Background: an optimization exercise with open tools, aiming at small area. Do not read the settings as production practice. Function was checked by simulation only, so behaviour that the tests miss may differ from the original.

==> flow/design.v <==
`default_nettype none
package game2048Pkg;
    localparam int LineBits = 4 * 4;
    localparam int BoardBits = LineBits * 4;
    localparam logic [3:0] S_I     = 4'b0000;
    localparam logic [3:0] S_WAIT  = 4'b0001;
    localparam logic [3:0] S_WAITP = 4'b0011;
    localparam logic [3:0] S_UP    = 4'b0100;
    localparam logic [3:0] S_DOWN  = 4'b0101;
    localparam logic [3:0] S_LEFT  = 4'b0110;
    localparam logic [3:0] S_RIGHT = 4'b0111;
    localparam logic [3:0] S_WIN   = 4'b1000;
    localparam logic [3:0] S_WIN1  = 4'b1001;
    localparam logic [3:0] S_LOSE  = 4'b1010;
    localparam logic [3:0] S_LOSE1 = 4'b1011;
    function automatic logic [12-1:0] tileColor(input logic [4-1:0] exponent);
        case (exponent)
            4'd0:  tileColor = 12'h666;
            4'd1:  tileColor = 12'hEDC;
            4'd2:  tileColor = 12'hC98;
            4'd3:  tileColor = 12'hD95;
            4'd4:  tileColor = 12'hF84;
            4'd5:  tileColor = 12'hF65;
            4'd6:  tileColor = 12'hF33;
            4'd7:  tileColor = 12'hEB4;
            4'd8:  tileColor = 12'hFB0;
            4'd9:  tileColor = 12'h8B5;
            4'd10: tileColor = 12'h4AD;
            default: tileColor = 12'h15D;
        endcase
    endfunction
endpackage
`default_nettype wire
`default_nettype none
module lineSlider (
    input  logic [game2048Pkg::LineBits-1:0] lineIn,
    output logic [game2048Pkg::LineBits-1:0] lineOut
);
    localparam int T = 4;
    logic [game2048Pkg::LineBits-1:0] work;
    always_comb begin
        logic [T-1:0] x, y;
        logic xz, eq;
        work = lineIn;
        for (int s = 1; s < 4; s++) begin
            for (int k = s - 1; k >= 0; k--) begin
                x = work[k*T +: T];
                y = work[(k+1)*T +: T];
                xz = (x == '0);
                eq = (x == y);
                work[k*T +: T] = xz ? y : (eq ? x + 1'b1 : x);
                work[(k+1)*T +: T] = (xz || eq) ? '0 : y;
            end
        end
        lineOut = work;
    end
endmodule
`default_nettype wire
`default_nettype none
module moveNetwork (
    input  logic [game2048Pkg::BoardBits-1:0] boardIn,
    input  logic [1:0]                        dir,
    output logic [game2048Pkg::BoardBits-1:0] boardOut
);
    localparam int T = 4;
    localparam int N = 4;
    logic [game2048Pkg::BoardBits-1:0] linesIn;
    logic [game2048Pkg::BoardBits-1:0] linesOut;
    always_comb begin
        for (int i = 0; i < N; i++) begin
            for (int k = 0; k < N; k++) begin
                case (dir)
                    2'b00:   linesIn[(i*N+k)*T +: T] = boardIn[(k*N+i)*T +: T];
                    2'b01:   linesIn[(i*N+k)*T +: T] = boardIn[((N-1-k)*N+i)*T +: T];
                    2'b10:   linesIn[(i*N+k)*T +: T] = boardIn[(i*N+k)*T +: T];
                    default: linesIn[(i*N+k)*T +: T] = boardIn[(i*N+N-1-k)*T +: T];
                endcase
            end
        end
    end
    for (genvar i = 0; i < N; i++) begin : gSlide
        lineSlider lineSlider_i (
            .lineIn (linesIn[i*game2048Pkg::LineBits +: game2048Pkg::LineBits]),
            .lineOut(linesOut[i*game2048Pkg::LineBits +: game2048Pkg::LineBits])
        );
    end
    always_comb begin
        for (int r = 0; r < N; r++) begin
            for (int c = 0; c < N; c++) begin
                case (dir)
                    2'b00:   boardOut[(r*N+c)*T +: T] = linesOut[(c*N+r)*T +: T];
                    2'b01:   boardOut[(r*N+c)*T +: T] = linesOut[(c*N+N-1-r)*T +: T];
                    2'b10:   boardOut[(r*N+c)*T +: T] = linesOut[(r*N+c)*T +: T];
                    default: boardOut[(r*N+c)*T +: T] = linesOut[(r*N+N-1-c)*T +: T];
                endcase
            end
        end
    end
endmodule
`default_nettype wire
`default_nettype none
module gameBoard (
    input  logic                              Clk,
    input  logic [3:0]                        st,
    output logic [game2048Pkg::BoardBits-1:0] board,
    output logic                              winFound,
    output logic                              boardFull
);
    localparam int T = 4;
    localparam int NC = 4 * 4;
    logic [game2048Pkg::BoardBits-1:0] moved;
    logic [game2048Pkg::BoardBits-1:0] placed;
    logic [NC-1:0] empty;
    moveNetwork moveNetwork_i (
        .boardIn (board),
        .dir     (st[1:0]),
        .boardOut(moved)
    );
    always_comb begin
        logic seen;
        seen = 1'b0;
        placed = board;
        winFound = 1'b0;
        for (int n = 0; n < NC; n++) begin
            empty[n] = (board[n*T +: T] == '0);
            placed[n*T] = board[n*T] | (empty[n] & !seen);
            seen = seen | empty[n];
            winFound = winFound | (board[n*T +: T] == T'(11));
        end
        boardFull = !seen;
    end
    always_ff @(posedge Clk) begin
        if (st == game2048Pkg::S_I) begin
            board <= {{(game2048Pkg::BoardBits-T){1'b0}}, T'(1)};
        end
        else if (st[3:2] == 2'b01) begin
            board <= moved;
        end
        else if (st == game2048Pkg::S_WAITP) begin
            board <= placed;
        end
    end
endmodule
`default_nettype wire
`default_nettype none
module gameFsm (
    input  logic                   Clk,
    input  logic                   Reset,
    input  logic [3:0]             keys,
    input  logic                   winFound,
    input  logic                   boardFull,
    output logic [3:0]             st,
    output logic [7:0]             state,
    output logic [12-1:0] background
);
    logic [3:0] nextSt;
    always_comb begin
        casez (st)
            4'b00?1: begin
                if (winFound)       nextSt = game2048Pkg::S_WIN;
                else if (boardFull) nextSt = game2048Pkg::S_LOSE;
                else if (keys[3])   nextSt = game2048Pkg::S_UP;
                else if (keys[2])   nextSt = game2048Pkg::S_DOWN;
                else if (keys[1])   nextSt = game2048Pkg::S_LEFT;
                else if (keys[0])   nextSt = game2048Pkg::S_RIGHT;
                else                nextSt = game2048Pkg::S_WAIT;
            end
            4'b0000, 4'b01??: nextSt = game2048Pkg::S_WAITP;
            4'b10??: nextSt = {st[3:2], st[1], 1'b1};
            default: nextSt = game2048Pkg::S_I;
        endcase
    end
    always_ff @(posedge Clk or posedge Reset) begin
        if (Reset) begin
            st <= game2048Pkg::S_I;
        end
        else begin
            st <= nextSt;
        end
    end
    always_comb begin
        state = 8'h00;
        casez (st)
            4'b0000: state = 8'h01;
            4'b00?1: state = 8'h02;
            4'b0100: state = 8'h04;
            4'b0101: state = 8'h08;
            4'b0110: state = 8'h20;
            4'b0111: state = 8'h10;
            4'b100?: state = 8'h40;
            4'b101?: state = 8'h80;
            default: state = 8'h00;
        endcase
    end
    always_comb begin
        if (st == game2048Pkg::S_WIN1)       background = 12'h080;
        else if (st == game2048Pkg::S_LOSE1) background = 12'h800;
        else                                 background = 12'hFFF;
    end
endmodule
`default_nettype wire
`default_nettype none
module boardRenderer (
    input  logic [19:0]                       pos,
    input  logic                              bright,
    input  logic [game2048Pkg::BoardBits-1:0] board,
    input  logic [12-1:0]            background,
    output logic [12-1:0]            rgb
);
    logic [9:0] h;
    logic [9:0] v;
    logic inX, inY;
    logic [1:0] cellRow, cellCol;
    assign h = pos[19:10];
    assign v = pos[9:0];
    always_comb begin
        inX = (h >= 10'd380 && h < 10'd421) || (h >= 10'd425 && h < 10'd466)
           || (h >= 10'd470 && h < 10'd511) || (h >= 10'd515 && h < 10'd556);
        inY = (v >= 10'd180 && v < 10'd221) || (v >= 10'd225 && v < 10'd266)
           || (v >= 10'd270 && v < 10'd311) || (v >= 10'd315 && v < 10'd356);
        cellCol[1] = h >= 10'd468;
        cellCol[0] = (h >= 10'd424 && h < 10'd468) || h >= 10'd512;
        cellRow[1] = v >= 10'd268;
        cellRow[0] = (v >= 10'd224 && v < 10'd268) || v >= 10'd313;
    end
    always_comb begin
        if (!bright) begin
            rgb = '0;
        end
        else if (inX && inY) begin
            rgb = game2048Pkg::tileColor(board[{cellRow, cellCol}*4 +: 4]);
        end
        else begin
            rgb = background;
        end
    end
endmodule
`default_nettype wire
`default_nettype none
module game2048Top (
    input  logic                   Clk,
    input  logic                   Reset,
    input  logic [3:0]             keys,
    input  logic [19:0]            pos,
    input  logic                   bright,
    output logic [7:0]             state,
    output logic [12-1:0] rgb,
    output logic [12-1:0] background
);
    logic [game2048Pkg::BoardBits-1:0] board;
    logic [3:0] st;
    logic winFound;
    logic boardFull;
    gameFsm gameFsm_i (
        .Clk       (Clk),
        .Reset     (Reset),
        .keys      (keys),
        .winFound  (winFound),
        .boardFull (boardFull),
        .st        (st),
        .state     (state),
        .background(background)
    );
    gameBoard gameBoard_i (
        .Clk      (Clk),
        .st       (st),
        .board    (board),
        .winFound (winFound),
        .boardFull(boardFull)
    );
    boardRenderer boardRenderer_i (
        .pos       (pos),
        .bright    (bright),
        .board     (board),
        .background(background),
        .rgb       (rgb)
    );
endmodule
`default_nettype wire
==> flow/run.sh <==
#!/bin/bash
# synth_recipe.tcl (not shown) runs the flow's synth.tcl, then flattens the netlist and writes it again
# the make line also repeats each setting of config.mk as NAME=value (left out here)
make -C /OpenROAD-flow-scripts/flow DESIGN_CONFIG=/design/flow/config.mk WORK_HOME=/design/flow/orfs CLKGATE_MAP_FILE= SYNTH_SCRIPT=/design/flow/synth_recipe.tcl finish
==> flow/config.mk <==
export PLATFORM = sky130hd
export DESIGN_NAME = game2048Top
export DESIGN_NICKNAME = game2048Top
export VERILOG_FILES = /design/flow/design.v
export SDC_FILE = /design/flow/constraint.sdc
export NUM_CORES = 4
export LEC_CHECK = 0
export ABC_AREA = 1
export CAP_MARGIN = 20
export CORE_MARGIN = 2
export CORE_UTILIZATION = 70
export SLEW_MARGIN = 20
==> flow/constraint.sdc <==
create_clock -name core_clock -period 40.0 [get_ports {Clk}]
set_input_delay 8.0000 -clock core_clock [delete_from_list [all_inputs] [get_ports {Clk}]]
set_output_delay 8.0000 -clock core_clock [all_outputs]
set_load 0.01 [all_outputs]
==> summary.txt, run 1 <==
* DRT Wirelength at 55450 um
* Worst setup EP type: output port
* Final Util at 0.7546
* Total Neg Setup Slack at 0 ns
* Synthesized area at 14680 um2
* Sink Count at 68
* Clk slew on worst S/H paths at 0.05 ns
* Cells after synthesis at 2800
* Fin. max-slew vios at 0
* Syn_nets at 2878
* Slew headroom at 0.3218
* Crit path buf inv count at 7
* Min Tclk post-route at 20.71 ns
* WP data required at 32.00 ns
* Dpl hpwl at 40970 um
* Hold Buf Count CTS at 0
* # rows at 52
* CTS tree: done
* Initial cell density of the core at 0.7186
* Post-CTS setup buffers at 0
* PostCTS Resize Cnt at 0
* Data arrival, critical path at 12.71 ns
* FFs w/ async S/R, synth at 0.05882
* Max_cap viols at 0
* CP peak stage delay at 0.62 ns
* Vias in the first global route at 17.75k
* CP cell instances: clkdlybuf4s50_1 > inv_1 > nor2_1 > nand2_1 > nand4_1 > o21ai_0 > nor2_2 > buf_4 > clkinv_1 > o21ai_0 > a21oi_1 > o311ai_0 > nand2_1 > inv_1 > ha_1 > inv_1 > nor2_1 > nand2_1 > o311ai_0 > a21oi_1 > clkdlybuf4s50_1
* Synth unique cells at 57
* Gr ovfl total at 0
* Met1 WL at 19780 um
* Gr usage total at 0.4858
* Maximum clock rate at 0.04828 GHz
* DRT iter0 DRCs at 2939
* Clk root buf: clkbuf_16
* CP delay by family, top: buffers and inverters
* # DRC at 0
* Fill cells at 1777
* Initial antenna violation count at 2
* CTS H-tree depth at 3
* Final RePlAce weighted congestion at 1.077
* Min-Delay Path Class: flip-flop to flip-flop
* Syn avg cell area at 5.243 um2
* Final period util at 0.5179
* Pin count of the biggest net entering global routing at 69
* Area of the core at 20430 um2
* Layout cells sized above 1 at 0.07446
* Peak fanout along the critical path at 38
* # setup viols final at 0
* Status: complete, no violations
* Clock Path Buffers at 2
* WS Path Type: primary input to output port
* EDFF count, synth at 0
* Die Ht at 148.8 um
* Slowest CP cell: clkinv_1
* Nature of the critical path startpoint: primary input
* Final Hold Viols at 0
* Global-route wire length before repair at 87470 um
* Diodes inserted at 0
* Top sig layer: met5
* Via-to-Cell Ratio at 6.468
* Cts bufs inserted at 9
* Via count at 19.73k
* Routed Antenna Nets at 0
* Area Overhead vs Synth at 5.002%
* WL per Instance at 18.18 um
* Final Skew at 0.01251 ns
* Metal2 WL at 23130 um
* Ys flop type: dfxtp_1
* Yosys warning count at 5
* Io pins at 59
* Wire length on met3 at 8140 um
* PortBufs at 58
* Register area share after synthesis at 0.09409
* Insertion delay to the later sink of the worst-skew pair at 0.35 ns
* Die ar. at 22150 um2
* DIE WIDTH at 148.8 um
* First-pass DRT Iterations at 9
* Final #Nets at 2854
* Seq cells post-synth at 68
* Slew at the pin closest to its max-slew limit at 1.015 ns
* RSZ-0062 raised after global routing: no
## final timing paths
| path | endpoint | from | slack [ns] | depth (start not counted) |
|---|---|---|---|---|
| worst max-delay path | rgb[4] | pos[15] | 19.29 | 21 |
| worst min-delay path | gameBoard_i.board[10]$_SDFFE_PP0P_ | gameBoard_i.board[10]$_SDFFE_PP0P_ | 0.52 | 2 |
| worst max register to register | gameBoard_i.board[17]$_SDFFE_PP0P_ | gameFsm_i.st[0]$_DFF_PP0_ | 32.67 | 34 |
| worst min register to register | gameBoard_i.board[10]$_SDFFE_PP0P_ | gameBoard_i.board[10]$_SDFFE_PP0P_ | 0.52 | 2 |
| max in group asynchronous | gameFsm_i.st[1]$_DFFE_PP0P_ | Reset | 31.95 | 2 |
| min in group asynchronous | gameFsm_i.st[0]$_DFF_PP0_ | Reset | 7.85 | 2 |
## stage by stage
step / setup slack [ns] / hold slack [ns] / instance area (um2) / instances
3_3_place_gp: 19.59 / 0.4846 / 15120 / 3035
6_report: 19.29 / 0.5169 / 15420 / 3050
2_1_floorplan: 21.22 / 0.4447 / 14680 / 2800
5_1_grt: 18.91 / 0.5208 / 15420 / 3050
3_5_place_dp: 19.47 / 0.4900 / 15120 / 3035
4_1_cts: 19.45 / 0.4990 / 15420 / 3050
## layout make-up
type,count,area [um2],area share
clock inverters,2,35.03,0.002273
inverters,375,1414,0.09171
repair buffers,76,715.7,0.04642
flip-flops and latches,68,1384,0.08977
multi-input cells,2246,11270,0.7310
clock buffers,13,260.3,0.01688
well taps,270,337.8,0.02191
## synthesized netlist by cell type, drive strengths merged, types with 4 or more instances
| library cell | number | area share |
|---|---|---|
| xor2 | 19 | 0.011 |
| inv | 365 | 0.094 |
| nand3 | 334 | 0.13 |
| a21oi | 92 | 0.032 |
| clkbuf | 54 | 0.014 |
| nand2 | 1005 | 0.27 |
| o22ai | 16 | 0.0068 |
| nand3b | 24 | 0.013 |
| ha | 51 | 0.043 |
| o211ai | 21 | 0.011 |
| nor3 | 13 | 0.0048 |
| dfrtp | 4 | 0.0068 |
| nor2 | 251 | 0.079 |
| a22oi | 13 | 0.0066 |
| nand4 | 91 | 0.039 |
| o221ai | 21 | 0.013 |
| o21a | 14 | 0.0072 |
| o311ai | 5 | 0.0030 |
| nor4 | 22 | 0.0094 |
| o21ai | 220 | 0.075 |
| xnor2 | 4 | 0.0024 |
| clkinv | 10 | 0.0026 |
| a31oi | 11 | 0.0047 |
| buf | 57 | 0.029 |
| dfxtp | 64 | 0.087 |
## tightest hold or removal path, stage by stage, from the launching register on
cell	delay [ns]
dfxtp_1	0.34
nand2_1	0.08
nand2_1	0.05
## per-layer routing
layer,track usage,vias up
met4,0.3067,2
met5,0,-
met1,0.5763,8653
li1,-,9134
met3,0.1590,430
met2,0.7576,1507
## sequential cells by signal (all words and copies together), names as in the netlist
register,count
gameFsm_i.st,4
gameBoard_i.board,64
## layout by cell type (no fill, tap or decap), drive strengths merged, types with 11 or more instances in the layout
cell	netlist	final
inv	365	365
a31oi	11	11
nand2	1005	1005
buf	57	18
clkbuf	54	13
nor3	13	13
ha	51	51
o21a	14	14
dfxtp	64	64
nor4	22	22
a22oi	13	13
nand4	91	91
o221ai	21	21
a21oi	92	92
clkdlybuf4s50	0	58
nor2	251	251
o211ai	21	21
clkinv	10	11
o21ai	220	220
xor2	19	19
nand3b	24	24
o22ai	16	16
nand3	334	334
## kinds of logic after synthesis
kind of cell    after synthesis  share of synthesized area
simple gates               1742                     0.5408
compound gates              429                     0.1686
mux                           1                  0.0006818
buf+inv                     486                     0.1387
fa+ha+maj                    51                    0.04346
flops                        68                    0.09409
xor+xnor                     23                    0.01372
==> run 2: changes to the inputs <==
--- a/flow/design.v
+++ b/flow/design.v
@@ -41,5 +41,5 @@
     always_comb begin
         logic [T-1:0] x, y;
-        logic xz, eq;
+        logic xz, m;
         work = lineIn;
         for (int s = 1; s < 4; s++) begin
@@ -48,7 +48,7 @@
                 y = work[(k+1)*T +: T];
                 xz = (x == '0);
-                eq = (x == y);
-                work[k*T +: T] = xz ? y : (eq ? x + 1'b1 : x);
-                work[(k+1)*T +: T] = (xz || eq) ? '0 : y;
+                m = xz || (x == y);
+                work[k*T +: T] = m ? y + {{(T-1){1'b0}}, !xz} : x;
+                work[(k+1)*T +: T] = m ? '0 : y;
             end
         end
@@ -59,5 +59,8 @@
 `default_nettype none
 module moveNetwork (
+    input  logic                              Clk,
     input  logic [game2048Pkg::BoardBits-1:0] boardIn,
+    input  logic [1:0]                        keyDir,
+    input  logic                              moving,
     input  logic [1:0]                        dir,
     output logic [game2048Pkg::BoardBits-1:0] boardOut
@@ -65,32 +68,46 @@
     localparam int T = 4;
     localparam int N = 4;
-    logic [game2048Pkg::BoardBits-1:0] linesIn;
-    logic [game2048Pkg::BoardBits-1:0] linesOut;
-    always_comb begin
-        for (int i = 0; i < N; i++) begin
+    localparam int H = N / 2;
+    localparam int LB = game2048Pkg::LineBits;
+    logic [1:0] d;
+    logic [H*LB-1:0] linesIn;
+    logic [H*LB-1:0] linesOut;
+    logic [H*LB-1:0] held;
+    assign d = moving ? dir : keyDir;
+    always_comb begin
+        for (int j = 0; j < H; j++) begin
             for (int k = 0; k < N; k++) begin
-                case (dir)
-                    2'b00:   linesIn[(i*N+k)*T +: T] = boardIn[(k*N+i)*T +: T];
-                    2'b01:   linesIn[(i*N+k)*T +: T] = boardIn[((N-1-k)*N+i)*T +: T];
-                    2'b10:   linesIn[(i*N+k)*T +: T] = boardIn[(i*N+k)*T +: T];
-                    default: linesIn[(i*N+k)*T +: T] = boardIn[(i*N+N-1-k)*T +: T];
+                case ({moving, d})
+                    3'b000:  linesIn[(j*N+k)*T +: T] = boardIn[(k*N+j)*T +: T];
+                    3'b001:  linesIn[(j*N+k)*T +: T] = boardIn[((N-1-k)*N+j)*T +: T];
+                    3'b010:  linesIn[(j*N+k)*T +: T] = boardIn[(j*N+k)*T +: T];
+                    3'b011:  linesIn[(j*N+k)*T +: T] = boardIn[(j*N+N-1-k)*T +: T];
+                    3'b100:  linesIn[(j*N+k)*T +: T] = boardIn[(k*N+j+H)*T +: T];
+                    3'b101:  linesIn[(j*N+k)*T +: T] = boardIn[((N-1-k)*N+j+H)*T +: T];
+                    3'b110:  linesIn[(j*N+k)*T +: T] = boardIn[((j+H)*N+k)*T +: T];
+                    default: linesIn[(j*N+k)*T +: T] = boardIn[((j+H)*N+N-1-k)*T +: T];
                 endcase
             end
         end
     end
-    for (genvar i = 0; i < N; i++) begin : gSlide
+    for (genvar j = 0; j < H; j++) begin : gSlide
         lineSlider lineSlider_i (
-            .lineIn (linesIn[i*game2048Pkg::LineBits +: game2048Pkg::LineBits]),
-            .lineOut(linesOut[i*game2048Pkg::LineBits +: game2048Pkg::LineBits])
+            .lineIn (linesIn[j*LB +: LB]),
+            .lineOut(linesOut[j*LB +: LB])
         );
     end
+    always_ff @(posedge Clk) begin
+        held <= linesOut;
+    end
+    logic [game2048Pkg::BoardBits-1:0] lines;
+    assign lines = {linesOut, held};
     always_comb begin
         for (int r = 0; r < N; r++) begin
             for (int c = 0; c < N; c++) begin
                 case (dir)
-                    2'b00:   boardOut[(r*N+c)*T +: T] = linesOut[(c*N+r)*T +: T];
-                    2'b01:   boardOut[(r*N+c)*T +: T] = linesOut[(c*N+N-1-r)*T +: T];
-                    2'b10:   boardOut[(r*N+c)*T +: T] = linesOut[(r*N+c)*T +: T];
-                    default: boardOut[(r*N+c)*T +: T] = linesOut[(r*N+N-1-c)*T +: T];
+                    2'b00:   boardOut[(r*N+c)*T +: T] = lines[(c*N+r)*T +: T];
+                    2'b01:   boardOut[(r*N+c)*T +: T] = lines[(c*N+N-1-r)*T +: T];
+                    2'b10:   boardOut[(r*N+c)*T +: T] = lines[(r*N+c)*T +: T];
+                    default: boardOut[(r*N+c)*T +: T] = lines[(r*N+N-1-c)*T +: T];
                 endcase
             end
@@ -103,4 +120,5 @@
     input  logic                              Clk,
     input  logic [3:0]                        st,
+    input  logic [1:0]                        keyDir,
     output logic [game2048Pkg::BoardBits-1:0] board,
     output logic                              winFound,
@@ -112,9 +130,8 @@
     logic [game2048Pkg::BoardBits-1:0] placed;
     logic [NC-1:0] empty;
-    moveNetwork moveNetwork_i (
-        .boardIn (board),
-        .dir     (st[1:0]),
-        .boardOut(moved)
-    );
+    logic pendingNow;
+    logic moving;
+    assign pendingNow = (st == game2048Pkg::S_WAITP);
+    assign moving = (st[3:2] == 2'b01);
     always_comb begin
         logic seen;
@@ -124,5 +141,5 @@
         for (int n = 0; n < NC; n++) begin
             empty[n] = (board[n*T +: T] == '0);
-            placed[n*T] = board[n*T] | (empty[n] & !seen);
+            placed[n*T] = board[n*T] | (pendingNow & empty[n] & !seen);
             seen = seen | empty[n];
             winFound = winFound | (board[n*T +: T] == T'(11));
@@ -130,12 +147,20 @@
         boardFull = !seen;
     end
+    moveNetwork moveNetwork_i (
+        .Clk     (Clk),
+        .boardIn (placed),
+        .keyDir  (keyDir),
+        .moving  (moving),
+        .dir     (st[1:0]),
+        .boardOut(moved)
+    );
     always_ff @(posedge Clk) begin
         if (st == game2048Pkg::S_I) begin
             board <= {{(game2048Pkg::BoardBits-T){1'b0}}, T'(1)};
         end
-        else if (st[3:2] == 2'b01) begin
+        else if (moving) begin
             board <= moved;
         end
-        else if (st == game2048Pkg::S_WAITP) begin
+        else begin
             board <= placed;
         end
@@ -151,8 +176,15 @@
     input  logic                   boardFull,
     output logic [3:0]             st,
+    output logic [1:0]             keyDir,
     output logic [7:0]             state,
     output logic [12-1:0] background
 );
     logic [3:0] nextSt;
+    always_comb begin
+        if (keys[3])      keyDir = 2'b00;
+        else if (keys[2]) keyDir = 2'b01;
+        else if (keys[1]) keyDir = 2'b10;
+        else              keyDir = 2'b11;
+    end
     always_comb begin
         casez (st)
@@ -160,8 +192,5 @@
                 if (winFound)       nextSt = game2048Pkg::S_WIN;
                 else if (boardFull) nextSt = game2048Pkg::S_LOSE;
-                else if (keys[3])   nextSt = game2048Pkg::S_UP;
-                else if (keys[2])   nextSt = game2048Pkg::S_DOWN;
-                else if (keys[1])   nextSt = game2048Pkg::S_LEFT;
-                else if (keys[0])   nextSt = game2048Pkg::S_RIGHT;
+                else if (keys != 4'b0) nextSt = {2'b01, keyDir};
                 else                nextSt = game2048Pkg::S_WAIT;
             end
@@ -250,4 +279,5 @@
     logic [game2048Pkg::BoardBits-1:0] board;
     logic [3:0] st;
+    logic [1:0] keyDir;
     logic winFound;
     logic boardFull;
@@ -259,4 +289,5 @@
         .boardFull (boardFull),
         .st        (st),
+        .keyDir    (keyDir),
         .state     (state),
         .background(background)
@@ -265,4 +296,5 @@
         .Clk      (Clk),
         .st       (st),
+        .keyDir   (keyDir),
         .board    (board),
         .winFound (winFound),
==> summary.txt, run 2 <==
* Status: complete, no violations
* Syn avg cell area at 5.799 um2
* # rows at 46
* CP cell instances: clkdlybuf4s50_1 > inv_1 > nand3_1 > nor2_1 > nor3_1 > nor2_1 > buf_4 > inv_1 > nor2_1 > o211ai_1 > o21ai_0 > o21ai_0 > inv_1 > ha_1 > o31ai_1 > a21oi_1 > a211oi_1 > clkdlybuf4s50_1
* # DRC at 0
* Via count at 14.72k
* Synthesized area at 11310 um2
* Final #Nets at 2008
* FFs w/ async S/R, synth at 0.04000
* Min Tclk post-route at 20.86 ns
* PortBufs at 58
* Crit path buf inv count at 6
* Max reg flops at 64
* WP data required at 32.00 ns
* Final Skew at 0.01133 ns
* CTS tree: done
* CP delay by family, top: buffers and inverters
* Peak fanout along the critical path at 33
* Maximum clock rate at 0.04794 GHz
* Synth top area share at 0.1749
* Clock Path Buffers at 2
* Clk slew on worst S/H paths at 0.08 ns
* WS Path Type: primary input to output port
* Post-synthesis adder-cell area fraction at 0.03430
* Syn_nets at 2008
* Worst setup EP type: output port
* Yosys warning count at 5
* Area of the core at 15830 um2
* Register area share after synthesis at 0.1788
* Ys flop type: dfxtp_1
* WL per Instance at 20.92 um
* Post-CTS setup buffers at 0
* Die ar. at 17190 um2
* Post-Synth XOR/XNOR Area at 0.02169
* Gr ovfl total at 0
* Hold path cells at 2
* DRT Wirelength at 45430 um
* Slowest CP cell: clkdlybuf4s50_1
* Total Neg Setup Slack at 0 ns
* Fin. max-slew vios at 0
* DRT iter0 DRCs at 3211
* Initial cell density of the core at 0.7144
* CTS H-tree depth at 3
* Ranking of synthesized cells by area: nand2_1, dfxtp_1, inv_1
* Hold_ws at 0.5010 ns
* Io pins at 59
* Min-Delay Path Class: flip-flop to flip-flop
* Most frequent cells in the layout: nand2_1, inv_1, nor2_1
* Fill cells at 1300
* Mux cell area share after synthesis at 0
* Main combinational cell family by area after synthesis: simple AND/OR/NAND/NOR gates
* Via-to-Cell Ratio at 6.778
* Vias in the first global route at 12.98k
* First-pass DRT Iterations at 17
* Sink Count at 100
* Insertion delay to the later sink of the worst-skew pair at 0.36 ns
* PostCTS Resize Cnt at 0
* Synth Area in Simple Gates at 0.4272
* Routed Antenna Nets at 0
* Pin count of the biggest net entering global routing at 59
* Final Hold Viols at 0
* # setup viols final at 0
* Synth unique cells at 53
* CP peak stage delay at 0.92 ns
* Synth top cells by count: nand2_1, inv_1, nor2_1
* Slew at the pin closest to its max-slew limit at 0.8908 ns
* Global-route wire length before repair at 68690 um
* Die Ht at 131.1 um
* RSZ-0062 raised after global routing: no
* Compound-Gate Fraction of Synth Area at 0.2039
* Area Overhead vs Synth at 7.104%
* Initial antenna violation count at 0
* Final Util at 0.7651
* Slew headroom at 0.3999
* Commonest non-fill, non-tap cell in the layout: nand2_1
* DIE WIDTH at 131.1 um
* Max_cap viols at 0
* Dpl hpwl at 32800 um
* Seq cells post-synth at 100
* Top flop regs: gameBoard_i.board (64), gameBoard_i.moveNetwork_i.held (32), gameFsm_i.st (4)
* Hold Buf Count CTS at 0
* Most frequent cell after synthesis: nand2_1
* Stages on worst setup path at 18
* Clk root buf: clkbuf_16
* Final RePlAce weighted congestion at 1.288
* Cells after synthesis at 1950
* Layout cells sized above 1 at 0.07417
* Data arrival, critical path at 12.86 ns
* Worst R2R Path Depth at 37
* Cts bufs inserted at 9
* Final period util at 0.5215
* Biggest register: gameBoard_i.board
* EDFF count, synth at 0
* Yosys top cell by area: nand2_1
* Gr usage total at 0.5173
* Nature of the critical path startpoint: primary input
[run 2: cell count changes after synthesis, sizes merged, moves of 35 or more]
cell    change
a221oi     +36
o21ai      -93
nand3     -158
nand4      -35
inv        -83
nor2       -51
nand2     -441
[run 2: path summary, 6_finish.rpt]
check	startpoint	to	slack, ns
worst max-delay path	pos[19]	rgb[7]	19.14
min in group asynchronous	Reset	gameFsm_i.st[1]$_DFFE_PP0P_	7.82
worst min register to register	gameBoard_i.moveNetwork_i.held[27]$_DFF_P_	gameBoard_i.board[23]$_SDFFE_PP0P_	0.50
max in group asynchronous	Reset	gameFsm_i.st[0]$_DFF_PP0_	32.03
worst min-delay path	gameBoard_i.moveNetwork_i.held[27]$_DFF_P_	gameBoard_i.board[23]$_SDFFE_PP0P_	0.50
worst max register to register	gameFsm_i.st[1]$_DFFE_PP0P_	gameBoard_i.board[14]$_SDFFE_PP0P_	31.91
[run 2: logic make-up after synthesis]
| logic type | after synthesis |
|---|---|
| flops | 100 |
| xor+xnor | 28 |
| fa+ha+maj | 31 |
| simple gates | 1046 |
| buf+inv | 367 |
| compound gates | 378 |
[run 2: final cells by class]
class                      instances  area (um2)  share of cell area
antenna                            1       2.502           0.0002066
clock buffer                      10       239.0             0.01973
clock inverter                     6       53.80            0.004443
inverter                         285        1070             0.08834
multi-input combinational       1483        7775              0.6420
sequential                       100        2022              0.1670
tap                              216       270.3             0.02232
timing repair buffer              71       678.2             0.05600
[run 2: metal layers]
layer,up-vias,GRT usage,part of all wire
li1,6502,-,-
met1,6419,0.6392,0.35
met2,1356,0.7540,0.40
met3,443,0.2273,0.17
met4,2,0.2841,0.080
met5,-,0,0.00026
[run 2: through the flow]
| stage | std cells | setup WS, ns | instance area, um2 |
|---|---|---|---|
| after floorplan | 1950 | 21.15 | 11310 |
| after global placement | 2155 | 19.40 | 11820 |
| after detailed placement | 2155 | 19.21 | 11820 |
| after CTS | 2171 | 19.20 | 12110 |
| after global routing | 2171 | 18.75 | 12110 |
| final | 2172 | 19.14 | 12110 |
[run 2: tightest hold or removal path, cell delays in order, from the launching register on]
cell     delay, ns
dfxtp_1       0.32
nand2_1       0.06
a31oi_1       0.06
==> run 3: changes to the inputs <==
==> flow/flow/run.sh (new file) <==
#!/bin/bash
# Layout flow: the standard layout (standard.sh) with these changes:
#  - synthesis: the technology mapping step (Yosys's abc call in ORFS's synth.tcl) runs the
#    area-only ABC script flow/area.abc instead of ORFS's delay-driven one; every other
#    synthesis step, registers included, is unchanged;
#  - port buffers are sky130_fd_sc_hd__buf_1 (every input and output port still gets one);
#  - clock tree synthesis inserts no dummy loads.
set -euo pipefail
W=$(pwd)

# ORFS's synth.tcl with the one abc call changed to use flow/area.abc
sed 's|log_cmd abc {\*}$abc_args|log_cmd abc -script '"$W"'/flow/area.abc {*}[lrange $abc_args 2 end]|' \
    "$FLOW_HOME/scripts/synth.tcl" > "$W/area_synth.tcl"
grep -q "flow/area.abc" "$W/area_synth.tcl"

# The standard flow's synthesis script, sourcing that copy
sed 's|source $::env(SCRIPTS_DIR)/synth.tcl|source '"$W"'/area_synth.tcl|' \
    "$W/synth_recipe.tcl" > "$W/area_synth_recipe.tcl"
grep -q "area_synth.tcl" "$W/area_synth_recipe.tcl"

# standard.sh with that synthesis script
sed 's|SYNTH_SCRIPT=[^ ]*|SYNTH_SCRIPT='"$W"'/area_synth_recipe.tcl|' \
    "$W/standard.sh" > "$W/area_standard.sh"
grep -q "area_synth_recipe.tcl" "$W/area_standard.sh"

export BUFFER_PORTS_ARGS="-buffer_cell sky130_fd_sc_hd__buf_1"
export CTS_ARGS="-sink_clustering_enable -repair_clock_nets -dont_use_dummy_load"

bash "$W/area_standard.sh" "$@" > "$W/flow_make.log" 2>&1
==> flow/flow/area.abc (new file) <==
strash
dch -f
amap
topo
==> flow/standard.sh (new file) <==
#!/bin/bash
# synth_recipe.tcl (not shown) runs the flow's synth.tcl, then flattens the netlist and writes it again
# the make line also repeats each setting of config.mk as NAME=value (left out here)
make -C /OpenROAD-flow-scripts/flow DESIGN_CONFIG=/design/flow/config.mk WORK_HOME=/design/flow/orfs CLKGATE_MAP_FILE= SYNTH_SCRIPT=/design/flow/synth_recipe.tcl "${@:-finish}"
--- a/flow/config.mk
+++ b/flow/config.mk
@@ -7,6 +7,7 @@
 export LEC_CHECK = 0
 export ABC_AREA = 1
-export CAP_MARGIN = 20
+export CAP_MARGIN = 5
 export CORE_MARGIN = 2
-export CORE_UTILIZATION = 70
-export SLEW_MARGIN = 20
+export CORE_UTILIZATION = 50
+export GPL_TIMING_DRIVEN = 0
+export SLEW_MARGIN = 5
removed: flow/run.sh
==> summary.txt, run 3 <==
* Status: complete, no violations
* Io pins at 59
* Clk root buf: clkbuf_16
* DRT Wirelength at 37430 um
* Final worst setup slack at 17.90 ns
* Ys flop type: dfxtp_1
* Hold path cells at 2
* Hold Buf Count CTS at 0
* CP delay by family, top: buffers and inverters
* Dpl hpwl at 27480 um
* Final Util at 0.5772
* Via count at 11.21k
* Area of the multi-input gates at 5902 um2
* WS Path Type: primary input to output port
* CP cell instances: buf_1 > clkinv_1 > nand3_1 > nor2_1 > clkinv_1 > o21ai_1 > clkinv_1 > a21oi_2 > clkinv_1 > a22oi_1 > o221ai_1 > a32oi_1 > clkinv_1 > ha_1 > nor2b_1 > nor2_1 > nor2_1 > nor2_1 > nor2_1 > nor2_1 > buf_1
* Data arrival, critical path at 14.10 ns
* Post-CTS setup buffers at 0
* Register area share after synthesis at 0.2347
* Setup slack, reg-to-reg at 25.44 ns
* CP peak stage delay at 0.93 ns
* Sequential Area at 2022 um2
* Crit path buf inv count at 7
* Maximum clock rate at 0.04525 GHz
* Slew at the pin closest to its max-slew limit at 1.281 ns
* Ranking of synthesized cells by area: dfxtp_1, o22ai_1, nor2_1
* WL per Instance at 23.30 um
* Gr ovfl total at 0
* Top flop regs: gameBoard_i.board (64), gameBoard_i.moveNetwork_i.held (32), gameFsm_i.st (4)
* WP data required at 32.00 ns
* Clk slew on worst S/H paths at 0.08 ns
* Die ar. at 18300 um2
* PostCTS Resize Cnt at 0
* Layout cells sized above 1 at 0.03608
* Commonest non-fill, non-tap cell in the layout: nor2_1
* Synth unique cells at 43
* Fin. max-slew vios at 0
* # rows at 47
* Pin count of the biggest net entering global routing at 52
* Max reg flops at 64
* Most frequent cell after synthesis: nor2_1
* DRT iter0 DRCs at 1921
* Gr usage total at 0.4034
* Yosys top cell by area: dfxtp_1
* Peak fanout along the critical path at 32
* Hold Startpoint: gameBoard_i.moveNetwork_i.held[25]$_DFF_P_
* RSZ-0062 raised after global routing: no
* Sink Count at 100
* RR Startpoint: gameFsm_i.st[0]$_DFF_PP0_
* # setup viols final at 0
* Area Overhead vs Synth at 11.89%
* Final Hold Viols at 0
* Worst R2R Path Depth at 34
* Seq cells post-synth at 100
* PortBufs at 58
* Cts bufs inserted at 9
* Global-route wire length before repair at 56840 um
* EDFF count, synth at 0
* FFs w/ async S/R, synth at 0.04000
* CTS tree: done
* Initial cell density of the core at 0.5159
* Syn avg cell area at 6.602 um2
* Synthesized area at 8616 um2
* Biggest register: gameBoard_i.board
* Nature of the critical path startpoint: primary input
* Cells after synthesis at 1305
* Min Tclk post-route at 22.10 ns
* Yosys warning count at 5
* First-pass DRT Iterations at 8
* Max_cap viols at 0
* DIE WIDTH at 135.3 um
* Slowest CP cell: clkinv_1
* Final #Nets at 1446
* Fill cells at 1760
* Dpl ws at 18.20 ns
* Insertion delay to the later sink of the worst-skew pair at 0.37 ns
* Via-to-Cell Ratio at 6.977
* # DRC at 0
* Total Neg Setup Slack at 0 ns
* Die Ht at 135.3 um
* Syn_nets at 1363
* Synth top area share at 0.2231
* Worst setup EP type: output port
* Final period util at 0.5525
* Most frequent cells in the layout: nor2_1, clkinv_1, o22ai_1
* Slew headroom at 0.1406
* CTS H-tree depth at 3
* Vias in the first global route at 9808
* Routed Antenna Nets at 0
* CP most frequent cell: nor2_1
* Final RePlAce weighted congestion at 1.014
* Final Skew at 0.02605 ns
* Clock Path Buffers at 2
* Area of the core at 16700 um2
* Hold Path End: gameBoard_i.board[21]$_SDFFE_PP0P_
* Min-Delay Path Class: flip-flop to flip-flop
* Diodes inserted at 0
* Reg-to-Reg End: gameBoard_i.board[8]$_SDFF_PP0_
* Initial antenna violation count at 0
* Synth top cells by count: nor2_1, clkinv_1, o22ai_1
-- run 3: cell types whose count changed in the layout (fill, tap and decap cells not counted), moves of 50 or more --
cell | before | now
a21oi_1 | 98 | 48
nand3_1 | 157 | 20
clkdlybuf4s50_1 | 58 | 0
o22ai_1 | 39 | 174
inv_1 | 258 | 0
clkinv_1 | 3 | 190
buf_1 | 0 | 58
nand2_1 | 527 | 143
-- run 3: area by class of cell --
cell class	instances	share of cell area
multi-input combinational	1005	0.6122
sequential	100	0.2097
inverter	191	0.07450
timing repair buffer	72	0.04465
tap	220	0.02855
clock buffer	9	0.02336
buffer	9	0.007008
-- run 3: how the worst max path moves through the flow --
stage | start | end | slack (ns) | depth (start not counted)
detailed placement | pos[19] | rgb[0] | 18.20 | 21
floorplan | pos[19] | rgb[0] | 17.51 | 19
CTS | pos[19] | rgb[0] | 18.15 | 21
global route | pos[19] | rgb[0] | 17.55 | 20
finish | pos[19] | rgb[0] | 17.90 | 21
global placement | pos[19] | rgb[0] | 14.42 | 21
-- run 3: layer usage --
layer  GRT usage  wire [um]
met4      0.1516       1764
met2      0.5753      15020
met5           0          0
met3      0.1545       5659
met1      0.5497      14980
-- run 3: kinds of logic (layout without fill, tap and decap cells) --
| logic type | count (synthesis) | count (layout) | share of synthesized area |
|---|---|---|---|
| xor+xnor | 1 | 1 | 0.001017 |
| buf+inv | 200 | 281 | 0.09105 |
| flops | 100 | 100 | 0.2347 |
| fa+ha+maj | 31 | 31 | 0.04502 |
| simple gates | 450 | 450 | 0.2226 |
| compound gates | 523 | 523 | 0.4056 |
-- run 3: tightest hold or removal path, stage by stage, from the launching register on --
cell	delay, ns
dfxtp_1	0.33
nand2_1	0.06
a31oi_1	0.07
-- run 3: stage by stage --
stage / instance area (um2) / std cells / hold WS (ns)
floorplan: 8616 / 1305 / 0.4594
detailed placement: 9364 / 1596 / 0.4806
finish: 9641 / 1606 / 0.5010
global placement: 9109 / 1583 / 0.4730
global route: 9641 / 1606 / 0.5236
CTS: 9589 / 1605 / 0.4970
==> run 4: changes to the inputs <==
--- a/flow/design.v
+++ b/flow/design.v
@@ -6,8 +6,8 @@
     localparam logic [3:0] S_WAIT  = 4'b0001;
     localparam logic [3:0] S_WAITP = 4'b0011;
-    localparam logic [3:0] S_UP    = 4'b0100;
-    localparam logic [3:0] S_DOWN  = 4'b0101;
-    localparam logic [3:0] S_LEFT  = 4'b0110;
-    localparam logic [3:0] S_RIGHT = 4'b0111;
+    localparam logic [3:0] S_LEFT  = 4'b0100;
+    localparam logic [3:0] S_UP    = 4'b0101;
+    localparam logic [3:0] S_RIGHT = 4'b0110;
+    localparam logic [3:0] S_DOWN  = 4'b0111;
     localparam logic [3:0] S_WIN   = 4'b1000;
     localparam logic [3:0] S_WIN1  = 4'b1001;
@@ -61,4 +61,5 @@
     input  logic                              Clk,
     input  logic [game2048Pkg::BoardBits-1:0] boardIn,
+    input  logic                              flip,
     input  logic [1:0]                        keyDir,
     input  logic                              moving,
@@ -70,21 +71,21 @@
     localparam int H = N / 2;
     localparam int LB = game2048Pkg::LineBits;
-    logic [1:0] d;
+    logic [1:0] turn;
     logic [H*LB-1:0] linesIn;
     logic [H*LB-1:0] linesOut;
     logic [H*LB-1:0] held;
-    assign d = moving ? dir : keyDir;
+    assign turn = (moving ? dir : keyDir) ^ {flip, 1'b0};
     always_comb begin
         for (int j = 0; j < H; j++) begin
             for (int k = 0; k < N; k++) begin
-                case ({moving, d})
-                    3'b000:  linesIn[(j*N+k)*T +: T] = boardIn[(k*N+j)*T +: T];
-                    3'b001:  linesIn[(j*N+k)*T +: T] = boardIn[((N-1-k)*N+j)*T +: T];
-                    3'b010:  linesIn[(j*N+k)*T +: T] = boardIn[(j*N+k)*T +: T];
-                    3'b011:  linesIn[(j*N+k)*T +: T] = boardIn[(j*N+N-1-k)*T +: T];
-                    3'b100:  linesIn[(j*N+k)*T +: T] = boardIn[(k*N+j+H)*T +: T];
-                    3'b101:  linesIn[(j*N+k)*T +: T] = boardIn[((N-1-k)*N+j+H)*T +: T];
-                    3'b110:  linesIn[(j*N+k)*T +: T] = boardIn[((j+H)*N+k)*T +: T];
-                    default: linesIn[(j*N+k)*T +: T] = boardIn[((j+H)*N+N-1-k)*T +: T];
+                case ({moving, turn})
+                    3'b000:  linesIn[(j*N+k)*T +: T] = boardIn[(j*N+k)*T +: T];
+                    3'b001:  linesIn[(j*N+k)*T +: T] = boardIn[(k*N+N-1-j)*T +: T];
+                    3'b010:  linesIn[(j*N+k)*T +: T] = boardIn[((N-1-j)*N+N-1-k)*T +: T];
+                    3'b011:  linesIn[(j*N+k)*T +: T] = boardIn[((N-1-k)*N+j)*T +: T];
+                    3'b100:  linesIn[(j*N+k)*T +: T] = boardIn[((j+H)*N+k)*T +: T];
+                    3'b101:  linesIn[(j*N+k)*T +: T] = boardIn[(k*N+N-1-j-H)*T +: T];
+                    3'b110:  linesIn[(j*N+k)*T +: T] = boardIn[((N-1-j-H)*N+N-1-k)*T +: T];
+                    default: linesIn[(j*N+k)*T +: T] = boardIn[((N-1-k)*N+j+H)*T +: T];
                 endcase
             end
@@ -100,15 +101,10 @@
         held <= linesOut;
     end
-    logic [game2048Pkg::BoardBits-1:0] lines;
-    assign lines = {linesOut, held};
+    logic [game2048Pkg::BoardBits-1:0] rows;
+    assign rows = {linesOut, held};
     always_comb begin
         for (int r = 0; r < N; r++) begin
             for (int c = 0; c < N; c++) begin
-                case (dir)
-                    2'b00:   boardOut[(r*N+c)*T +: T] = lines[(c*N+r)*T +: T];
-                    2'b01:   boardOut[(r*N+c)*T +: T] = lines[(c*N+N-1-r)*T +: T];
-                    2'b10:   boardOut[(r*N+c)*T +: T] = lines[(r*N+c)*T +: T];
-                    default: boardOut[(r*N+c)*T +: T] = lines[(r*N+N-1-c)*T +: T];
-                endcase
+                boardOut[(r*N+c)*T +: T] = dir[0] ? rows[(c*N+N-1-r)*T +: T] : rows[(r*N+c)*T +: T];
             end
         end
@@ -122,12 +118,17 @@
     input  logic [1:0]                        keyDir,
     output logic [game2048Pkg::BoardBits-1:0] board,
+    output logic                              flip,
     output logic                              winFound,
     output logic                              boardFull
 );
     localparam int T = 4;
-    localparam int NC = 4 * 4;
+    localparam int N = 4;
+    localparam int NC = N * N;
     logic [game2048Pkg::BoardBits-1:0] moved;
     logic [game2048Pkg::BoardBits-1:0] placed;
-    logic [NC-1:0] empty;
+        logic [NC-1:0] empty;
+    logic [NC-1:0] placeFirst;
+    logic [NC-1:0] placeLast;
+    logic [NC-1:0] place;
     logic pendingNow;
     logic moving;
@@ -135,19 +136,33 @@
     assign moving = (st[3:2] == 2'b01);
     always_comb begin
-        logic seen;
-        seen = 1'b0;
-        placed = board;
         winFound = 1'b0;
         for (int n = 0; n < NC; n++) begin
             empty[n] = (board[n*T +: T] == '0);
-            placed[n*T] = board[n*T] | (pendingNow & empty[n] & !seen);
-            seen = seen | empty[n];
             winFound = winFound | (board[n*T +: T] == T'(11));
         end
-        boardFull = !seen;
+        boardFull = (empty == '0);
+    end
+    always_comb begin
+        logic seenFirst, seenLast;
+        seenFirst = 1'b0;
+        seenLast = 1'b0;
+        for (int n = 0; n < NC; n++) begin
+            placeFirst[n] = empty[n] & !seenFirst;
+            seenFirst = seenFirst | empty[n];
+            placeLast[NC-1-n] = empty[NC-1-n] & !seenLast;
+            seenLast = seenLast | empty[NC-1-n];
+        end
+        place = flip ? placeLast : placeFirst;
+    end
+    always_comb begin
+        placed = board;
+        for (int n = 0; n < NC; n++) begin
+            placed[n*T] = board[n*T] | (pendingNow & place[n]);
+        end
     end
     moveNetwork moveNetwork_i (
         .Clk     (Clk),
         .boardIn (placed),
+        .flip    (flip),
         .keyDir  (keyDir),
         .moving  (moving),
@@ -158,7 +173,9 @@
         if (st == game2048Pkg::S_I) begin
             board <= {{(game2048Pkg::BoardBits-T){1'b0}}, T'(1)};
+            flip <= 1'b0;
         end
         else if (moving) begin
             board <= moved;
+            flip <= st[1] ^ st[0];
         end
         else begin
@@ -182,8 +199,8 @@
     logic [3:0] nextSt;
     always_comb begin
-        if (keys[3])      keyDir = 2'b00;
-        else if (keys[2]) keyDir = 2'b01;
-        else if (keys[1]) keyDir = 2'b10;
-        else              keyDir = 2'b11;
+        if (keys[3])      keyDir = 2'b01;
+        else if (keys[2]) keyDir = 2'b11;
+        else if (keys[1]) keyDir = 2'b00;
+        else              keyDir = 2'b10;
     end
     always_comb begin
@@ -213,8 +230,8 @@
             4'b0000: state = 8'h01;
             4'b00?1: state = 8'h02;
-            4'b0100: state = 8'h04;
-            4'b0101: state = 8'h08;
-            4'b0110: state = 8'h20;
-            4'b0111: state = 8'h10;
+            4'b0100: state = 8'h20;
+            4'b0101: state = 8'h04;
+            4'b0110: state = 8'h10;
+            4'b0111: state = 8'h08;
             4'b100?: state = 8'h40;
             4'b101?: state = 8'h80;
@@ -234,4 +251,5 @@
     input  logic                              bright,
     input  logic [game2048Pkg::BoardBits-1:0] board,
+    input  logic                              flip,
     input  logic [12-1:0]            background,
     output logic [12-1:0]            rgb
@@ -241,4 +259,5 @@
     logic inX, inY;
     logic [1:0] cellRow, cellCol;
+    logic [1:0] sr, sc;
     assign h = pos[19:10];
     assign v = pos[9:0];
@@ -248,9 +267,11 @@
         inY = (v >= 10'd180 && v < 10'd221) || (v >= 10'd225 && v < 10'd266)
            || (v >= 10'd270 && v < 10'd311) || (v >= 10'd315 && v < 10'd356);
-        cellCol[1] = h >= 10'd468;
-        cellCol[0] = (h >= 10'd424 && h < 10'd468) || h >= 10'd512;
-        cellRow[1] = v >= 10'd268;
-        cellRow[0] = (v >= 10'd224 && v < 10'd268) || v >= 10'd313;
+        cellCol[1] = h >= 10'd466;
+        cellCol[0] = (h >= 10'd425 && h < 10'd466) || h >= 10'd511;
+        cellRow[1] = v >= 10'd266;
+        cellRow[0] = (v >= 10'd225 && v < 10'd266) || v >= 10'd315;
     end
+    assign sr = cellRow ^ {2{flip}};
+    assign sc = cellCol ^ {2{flip}};
     always_comb begin
         if (!bright) begin
@@ -258,5 +279,5 @@
         end
         else if (inX && inY) begin
-            rgb = game2048Pkg::tileColor(board[{cellRow, cellCol}*4 +: 4]);
+            rgb = game2048Pkg::tileColor(board[{sr, sc}*4 +: 4]);
         end
         else begin
@@ -280,4 +301,5 @@
     logic [3:0] st;
     logic [1:0] keyDir;
+    logic flip;
     logic winFound;
     logic boardFull;
@@ -298,4 +320,5 @@
         .keyDir   (keyDir),
         .board    (board),
+        .flip     (flip),
         .winFound (winFound),
         .boardFull(boardFull)
@@ -305,4 +328,5 @@
         .bright    (bright),
         .board     (board),
+        .flip      (flip),
         .background(background),
         .rgb       (rgb)
==> flow/flow/area.abc (replaced) <==
strash
dch -f
amap -m
topo
==> summary.txt, run 4 <==
* Die ar. at 17680 um2
* Most frequent cells in the layout: nor2_1, clkinv_1, a222oi_1
* First-pass DRT Iterations at 14
* CTS tree: done
* Initial cell density of the core at 0.5067
* Vias in the first global route at 9064
* PostCTS Resize Cnt at 0
* Commonest non-fill, non-tap cell in the layout: nor2_1
* # setup viols final at 0
* Final #Nets at 1314
* DRT Wirelength at 31070 um
* Syn avg cell area at 7.131 um2
* Slew headroom at 0.1093
* Area of the core at 16410 um2
* CTS H-tree depth at 3
* Final Hold Viols at 0
* Nature of the critical path startpoint: primary input
* Worst setup EP type: output port
* Global-route wire length before repair at 48710 um
* Clock Path Buffers at 2
* Final Skew at 0.01837 ns
* Via count at 10.19k
* Synthesized area at 8314 um2
* Pin count of the biggest net entering global routing at 43
* Initial antenna violation count at 0
* Yosys top cell by area: dfxtp_1
* Ranking of synthesized cells by area: dfxtp_1, a222oi_1, nor2_1
* Area Overhead vs Synth at 13.63%
* Maximum clock rate at 0.04552 GHz
* # DRC at 0
* Min-Delay Path Class: flip-flop to flip-flop
* Final Cell Area at 9448 um2
* WS Path Type: primary input to output port
* Via-to-Cell Ratio at 6.929
* Seq cells post-synth at 101
* Register area share after synthesis at 0.2456
* RSZ-0062 raised after global routing: no
* Slew at the pin closest to its max-slew limit at 1.319 ns
* Placed inst area at 9185 um2
* WP data required at 32.00 ns
* Most frequent cell after synthesis: nor2_1
* EDFF count, synth at 0
* Yosys warning count at 5
* Status: complete, no violations
* Peak fanout along the critical path at 33
* Gr usage total at 0.3427
* Diodes inserted at 0
* Synth unique cells at 48
* Io pins at 59
* DIE WIDTH at 133.0 um
* Layout cells sized above 1 at 0.04640
* Fin. max-slew vios at 0
* Cts bufs inserted at 9
* Final RePlAce weighted congestion at 1.049
* Die Ht at 133.0 um
* Synth top cells by count: nor2_1, clkinv_1, a222oi_1
* Sink Count at 101
* Biggest register: gameBoard_i.board
* Synth top area share at 0.2336
* Cells after synthesis at 1166
* Clk slew on worst S/H paths at 0.05 ns
* FFs w/ async S/R, synth at 0.03960
* Clk root buf: clkbuf_16
* Syn_nets at 1228
* # rows at 47
* Insertion delay to the later sink of the worst-skew pair at 0.36 ns
* Total Neg Setup Slack at 0 ns
* Data arrival, critical path at 13.97 ns
* PortBufs at 58
* Ys flop type: dfxtp_1
* Final period util at 0.5492
* Gr ovfl total at 0
* Max reg flops at 64
* Top flop regs: gameBoard_i.board (64), gameBoard_i.moveNetwork_i.held (32), gameFsm_i.st (4)
* Hold Buf Count CTS at 0
* Max_cap viols at 0
* Routed Antenna Nets at 0
* Post-CTS setup buffers at 0
* Dpl hpwl at 23480 um
* DRT iter0 DRCs at 1759
* Min Tclk post-route at 21.97 ns
* WL per Instance at 21.13 um
[run 4: cell count changes after synthesis, moves of 8 or more]
cell	change
a2111oi_0	-8
a21oi_1	+9
a221oi_1	+19
a222oi_1	+76
a22oi_1	-12
a31oi_1	-18
clkinv_1	-42
nand2_1	-63
nor2_1	+40
nor2b_1	-8
nor4_1	-8
o21ai_0	-51
o221ai_1	-9
o22ai_1	-87
[run 4: kinds of logic (layout without fill, tap and decap cells)]
kind of cell	Yosys count	count (layout)	synth area share
AND/OR/NAND/NOR	427	427	0.2251
XOR/XNOR	1	1	0.001054
buffers and inverters	158	242	0.07539
adder cells (fa/ha/maj)	35	35	0.05267
flip-flops	101	101	0.2456
AO/OA/AOI/OAI	444	444	0.4002
[run 4: metal layers]
layer,vias up,GRT usage,part of all wire
met5,-,0,0
met4,0,0.1517,0.042
met3,96,0.06475,0.10
met2,584,0.5461,0.44
met1,4663,0.4520,0.41
li1,4843,-,-
[run 4: critical path, stage by stage]
cell and delay [ns]:
buf_1 0.13, clkinv_1 0.14, or4_1 0.51, nor3_1 0.18, o21ai_0 0.14, nand3_1 0.20, nor2_1 0.07, a21oi_2 0.61
buf_8 0.25, clkinv_1 0.69, o22ai_1 0.42, a22o_1 0.22, o32ai_1 0.07, o21ai_0 0.95, clkinv_1 0.59, o32a_1 0.48
nor2_1 0.09, nor2_1 0.05, buf_1 0.16
[run 4: worst paths after layout]
path | from | endpoint | slack [ns] | cells after the start
worst min-delay path | gameBoard_i.moveNetwork_i.held[16]$_DFF_P_ | gameBoard_i.board[52]$_SDFF_PP0_ | 0.48 | 2
worst max-delay path | pos[15] | rgb[6] | 18.03 | 19
worst max register to register | gameFsm_i.st[2]$_DFFE_PP0N_ | gameBoard_i.board[48]$_SDFF_PP0_ | 26.85 | 38
max in group asynchronous | Reset | gameFsm_i.st[0]$_DFF_PP0_ | 32.39 | 2
worst min register to register | gameBoard_i.moveNetwork_i.held[16]$_DFF_P_ | gameBoard_i.board[52]$_SDFF_PP0_ | 0.48 | 2
min in group asynchronous | Reset | gameFsm_i.st[3]$_DFFE_PP0N_ | 7.48 | 2
[run 4: area by class of cell]
class,count,area [um2]
multi-input cells,907,5767
repair buffers,75,510.5
fillers,1615,6959
clock buffers,9,225.2
flip-flops and latches,101,2042
inverters,149,560.5
well taps,220,275.3
plain buffers,9,67.56
[run 4: metrics by stage]
step	util	hold slack [ns]	worst slack [ns]	cells
final	0.5758	0.4813	18.03	1470
after floorplan	-	0.4550	18.57	1166
after detailed placement	0.5598	0.4687	18.21	1461
after global routing	0.5758	0.5241	17.69	1470
after global placement	0.5368	0.4685	16.59	1444
after CTS	0.5736	0.4764	18.21	1470
==> run 5: changes to the inputs <==
--- a/flow/design.v
+++ b/flow/design.v
@@ -76,17 +76,22 @@
     logic [H*LB-1:0] held;
     assign turn = (moving ? dir : keyDir) ^ {flip, 1'b0};
+    logic [7:0] pick;
+    always_comb begin
+        for (int i = 0; i < 8; i++) begin
+            pick[i] = ({moving, turn} == 3'(i));
+        end
+    end
     always_comb begin
         for (int j = 0; j < H; j++) begin
             for (int k = 0; k < N; k++) begin
-                case ({moving, turn})
-                    3'b000:  linesIn[(j*N+k)*T +: T] = boardIn[(j*N+k)*T +: T];
-                    3'b001:  linesIn[(j*N+k)*T +: T] = boardIn[(k*N+N-1-j)*T +: T];
-                    3'b010:  linesIn[(j*N+k)*T +: T] = boardIn[((N-1-j)*N+N-1-k)*T +: T];
-                    3'b011:  linesIn[(j*N+k)*T +: T] = boardIn[((N-1-k)*N+j)*T +: T];
-                    3'b100:  linesIn[(j*N+k)*T +: T] = boardIn[((j+H)*N+k)*T +: T];
-                    3'b101:  linesIn[(j*N+k)*T +: T] = boardIn[(k*N+N-1-j-H)*T +: T];
-                    3'b110:  linesIn[(j*N+k)*T +: T] = boardIn[((N-1-j-H)*N+N-1-k)*T +: T];
-                    default: linesIn[(j*N+k)*T +: T] = boardIn[((N-1-k)*N+j+H)*T +: T];
-                endcase
+                linesIn[(j*N+k)*T +: T] =
+                      ({T{pick[0]}} & boardIn[(j*N+k)*T +: T])
+                    | ({T{pick[1]}} & boardIn[(k*N+N-1-j)*T +: T])
+                    | ({T{pick[2]}} & boardIn[((N-1-j)*N+N-1-k)*T +: T])
+                    | ({T{pick[3]}} & boardIn[((N-1-k)*N+j)*T +: T])
+                    | ({T{pick[4]}} & boardIn[((j+H)*N+k)*T +: T])
+                    | ({T{pick[5]}} & boardIn[(k*N+N-1-j-H)*T +: T])
+                    | ({T{pick[6]}} & boardIn[((N-1-j-H)*N+N-1-k)*T +: T])
+                    | ({T{pick[7]}} & boardIn[((N-1-k)*N+j+H)*T +: T]);
             end
         end
@@ -101,13 +106,5 @@
         held <= linesOut;
     end
-    logic [game2048Pkg::BoardBits-1:0] rows;
-    assign rows = {linesOut, held};
-    always_comb begin
-        for (int r = 0; r < N; r++) begin
-            for (int c = 0; c < N; c++) begin
-                boardOut[(r*N+c)*T +: T] = dir[0] ? rows[(c*N+N-1-r)*T +: T] : rows[(r*N+c)*T +: T];
-            end
-        end
-    end
+    assign boardOut = {linesOut, held};
 endmodule
 `default_nettype wire
@@ -170,16 +167,32 @@
         .boardOut(moved)
     );
+    logic isI;
+    logic selH, selV, selP;
+    logic [game2048Pkg::BoardBits-1:0] boardNext;
+    assign isI = (st == game2048Pkg::S_I);
+    assign selH = moving & !st[0];
+    assign selV = moving & st[0];
+    assign selP = !moving & !isI;
+    always_comb begin
+        for (int r = 0; r < N; r++) begin
+            for (int c = 0; c < N; c++) begin
+                boardNext[(r*N+c)*T +: T] =
+                      ({T{selH}} & moved[(r*N+c)*T +: T])
+                    | ({T{selV}} & moved[(c*N+N-1-r)*T +: T])
+                    | ({T{selP}} & placed[(r*N+c)*T +: T]);
+            end
+        end
+        boardNext[0] = boardNext[0] | isI;
+    end
+    logic [game2048Pkg::BoardBits-1:0] boardN;
+    assign board = ~boardN;
     always_ff @(posedge Clk) begin
-        if (st == game2048Pkg::S_I) begin
-            board <= {{(game2048Pkg::BoardBits-T){1'b0}}, T'(1)};
+        boardN <= ~boardNext;
+        if (isI) begin
             flip <= 1'b0;
         end
         else if (moving) begin
-            board <= moved;
             flip <= st[1] ^ st[0];
         end
-        else begin
-            board <= placed;
-        end
     end
 endmodule
==> summary.txt, run 5 <==
* Status: complete, no violations
* Clk root buf: clkbuf_16
* CP most frequent cell: clkinv_1
* Via-to-Cell Ratio at 7.083
* Die Ht at 132.2 um
* Most frequent cell after synthesis: nor2_1
* Register area share after synthesis at 0.2486
* Total Neg Setup Slack at 0 ns
* Slew at the pin closest to its max-slew limit at 1.433 ns
* Gr ovfl total at 0
* Ys flop type: dfxtp_1
* Dpl hpwl at 25310 um
* FFs w/ async S/R, synth at 0.03960
* CTS H-tree depth at 3
* WS Path Type: primary input to output port
* Max_cap viols at 0
* Final period util at 0.5457
* Nature of the critical path startpoint: primary input
* Insertion delay to the later sink of the worst-skew pair at 0.37 ns
* PortBufs at 58
* Layout cells sized above 1 at 0.03785
* Clk slew on worst S/H paths at 0.06 ns
* Final #Nets at 1332
* Seq cells post-synth at 101
* Peak fanout along the critical path at 28
* Initial antenna violation count at 0
* Commonest non-fill, non-tap cell in the layout: nor2_1
* Biggest register: gameBoard_i.boardN
* Yosys top cell by area: dfxtp_1
* CP cell instances: buf_1 > clkinv_1 > nand4_1 > clkinv_1 > nor2_1 > o21ai_0 > o21ai_0 > nand3_1 > o21ai_2 > clkinv_1 > o22ai_1 > a22o_1 > o22ai_1 > a22oi_1 > clkinv_1 > ha_1 > clkinv_1 > o21ai_0 > a21boi_0 > o221a_1 > buf_1
* DRT iter0 DRCs at 1868
* # DRC at 0
* # setup viols final at 0
* Post-CTS setup buffers at 0
* Min Tclk post-route at 21.83 ns
* Slew headroom at 0.03596
* First-pass DRT Iterations at 13
* Final RePlAce weighted congestion at 1.026
* CP peak stage delay at 1.06 ns
* DRT Wirelength at 34090 um
* Fin. max-slew vios at 0
* Via count at 10.51k
* Global-route wire length before repair at 52030 um
* Worst setup EP type: output port
* Placed cells at 1475
* Vias in the first global route at 9199
* Final non-filler cell total at 1484
* Top flop regs: gameBoard_i.boardN (64), gameBoard_i.moveNetwork_i.held (32), gameFsm_i.st (4)
* Final Util at 0.5771
* Final Hold Viols at 0
* Cells after synthesis at 1190
* Gr usage total at 0.3766
* Sequential Area at 2042 um2
* Synth top cells by count: nor2_1, o22ai_1, clkinv_1
* Area of the core at 15940 um2
* Cts bufs inserted at 9
* Hold Buf Count CTS at 0
* Io pins at 59
* Diodes inserted at 0
* Area of the multi-input gates at 5553 um2
* Fill cells at 1629
* Final Skew at 0.02531 ns
* Clock Path Buffers at 2
* Yosys warning count at 5
* Die ar. at 17470 um2
* Routed Antenna Nets at 0
* Area Overhead vs Synth at 12.02%
* WL per Instance at 22.97 um
* Data arrival, critical path at 13.83 ns
* Synthesized area at 8213 um2
* Synth unique cells at 48
* Initial cell density of the core at 0.5151
* PostCTS Resize Cnt at 0
* RSZ-0062 raised after global routing: no
* EDFF count, synth at 0
* Ranking of synthesized cells by area: dfxtp_1, o22ai_1, nor2_1
* Slowest CP cell: clkinv_1
* Syn_nets at 1252
* Syn avg cell area at 6.902 um2
* CTS tree: done
* Min-Delay Path Class: flip-flop to flip-flop
* Most frequent cells in the layout: nor2_1, o22ai_1, clkinv_1
* WP data required at 32.00 ns
* # rows at 46
* Sink Count at 101
* DIE WIDTH at 132.2 um
* Synth top area share at 0.2364
* Pin count of the biggest net entering global routing at 35
* Max reg flops at 64
* Maximum clock rate at 0.04581 GHz
==> run 5: cell types whose count changed in the layout (fill, tap and decap cells not counted), moves of 18 or more <==
| cell | delta |
|---|---|
| o22ai_1 | +93 |
| a222oi_1 | -68 |
| clkinv_1 | +30 |
| nor4_1 | +30 |
| nand2_1 | -23 |
| nor2_1 | -18 |
==> run 5: layer usage <==
metal / routed length [um] / up-vias / part of all wire / GRT usage
met3: 4715 / 189 / 0.14 / 0.1138
met4: 2275 / 0 / 0.067 / 0.2077
met1: 13270 / 4760 / 0.39 / 0.5002
met5: 0 / - / 0 / 0
li1: - / 4830 / - / -
met2: 13820 / 732 / 0.41 / 0.5434
==> run 5: worst paths after layout <==
path,from,to,slack (ns),cells after the start
worst max-delay path,pos[19],rgb[7],18.17,21
worst min-delay path,gameBoard_i.moveNetwork_i.held[8]$_DFF_P_,gameBoard_i.boardN[8]$_DFF_P_,0.45,1
worst max register to register,gameFsm_i.st[2]$_DFFE_PP0P_,gameBoard_i.boardN[58]$_DFF_P_,25.38,36
worst min register to register,gameBoard_i.moveNetwork_i.held[8]$_DFF_P_,gameBoard_i.boardN[8]$_DFF_P_,0.45,1
max in group asynchronous,Reset,gameFsm_i.st[3]$_DFFE_PP0P_,32.40,2
min in group asynchronous,Reset,gameFsm_i.st[0]$_DFF_PP0_,7.48,2
==> run 5: area by class of cell <==
type	instances	area share
buffer	9	0.007344
clock buffer	9	0.02448
inverter	178	0.07262
multi-input combinational	902	0.6036
sequential	101	0.2220
tap	216	0.02938
timing repair buffer	69	0.04066
==> run 5: cells by family (layout without fill, tap and decap cells) <==
family / after synthesis / after routing / synth area share
flops: 101 / 101 / 0.2486
simple gates: 415 / 415 / 0.2285
compound gates: 452 / 452 / 0.3800
buf+inv: 187 / 265 / 0.08958
fa+ha+maj: 35 / 35 / 0.05332
==> run 5: worst max-delay path, delay by kind of cell <==
kind / cells / cell delay, ns
buffers and inverters: 7 / 1.98
AND/OR/NAND/NOR: 3 / 0.44
AO/OA/AOI/OAI: 10 / 3.02
adder cells (fa/ha/maj): 1 / 0.37
==> run 5: metrics by stage <==
stage                     hold WS (ns)  instance area, um2  setup WS, ns
after floorplan                 0.4164                8213         18.34
after global placement          0.4289                8701         15.42
after detailed placement        0.4363                8935         17.75
after CTS                       0.4409                9160         18.03
after global routing            0.4576                9200         17.70
final                           0.4484                9200         18.17

## port drivers added, routing unchanged
The flow's constraints put no driver on any port. The routed layouts listed below were extracted and timed again, unchanged, in two steps.
Step 1 assumes that a clkbuf_16 drives the clock port and a buf_2 every other input.
Step 2 also shifts input and output timing later by t, the mid clock arrival at the registers, as if the neighbouring blocks saw the same clock.
Slacks: ideal ports / drivers / drivers and shift; pairs: ideal ports / drivers.
| run | t (ns) | slack for setup (ns) | worst hold slack (ns) | clock arrival spread, ns | pins driven straight from the clock port |
|---|---|---|---|---|---|
| run 1 | 0.386 | 19.286 / 19.263 / 19.263 | 0.517 / 0.517 / 0.517 | 0.012 / 0.013 | 1 |
| run 2 | 0.395 | 19.142 / 19.107 / 19.107 | 0.501 / 0.501 / 0.501 | 0.011 / 0.012 | 1 |
| run 3 | 0.399 | 17.901 / 17.881 / 17.881 | 0.501 / 0.501 / 0.501 | 0.026 / 0.026 | 1 |
| run 4 | 0.397 | 18.031 / 18.007 / 18.007 | 0.481 / 0.481 / 0.481 | 0.018 / 0.019 | 1 |
| run 5 | 0.402 | 18.171 / 18.146 / 18.146 | 0.448 / 0.448 / 0.448 | 0.025 / 0.026 | 1 |
After both steps setup and hold are still met in every run listed. The setup slack of run 2, which loses most, moves by -0.035 ns with the drivers and by -0.035 ns with both steps.
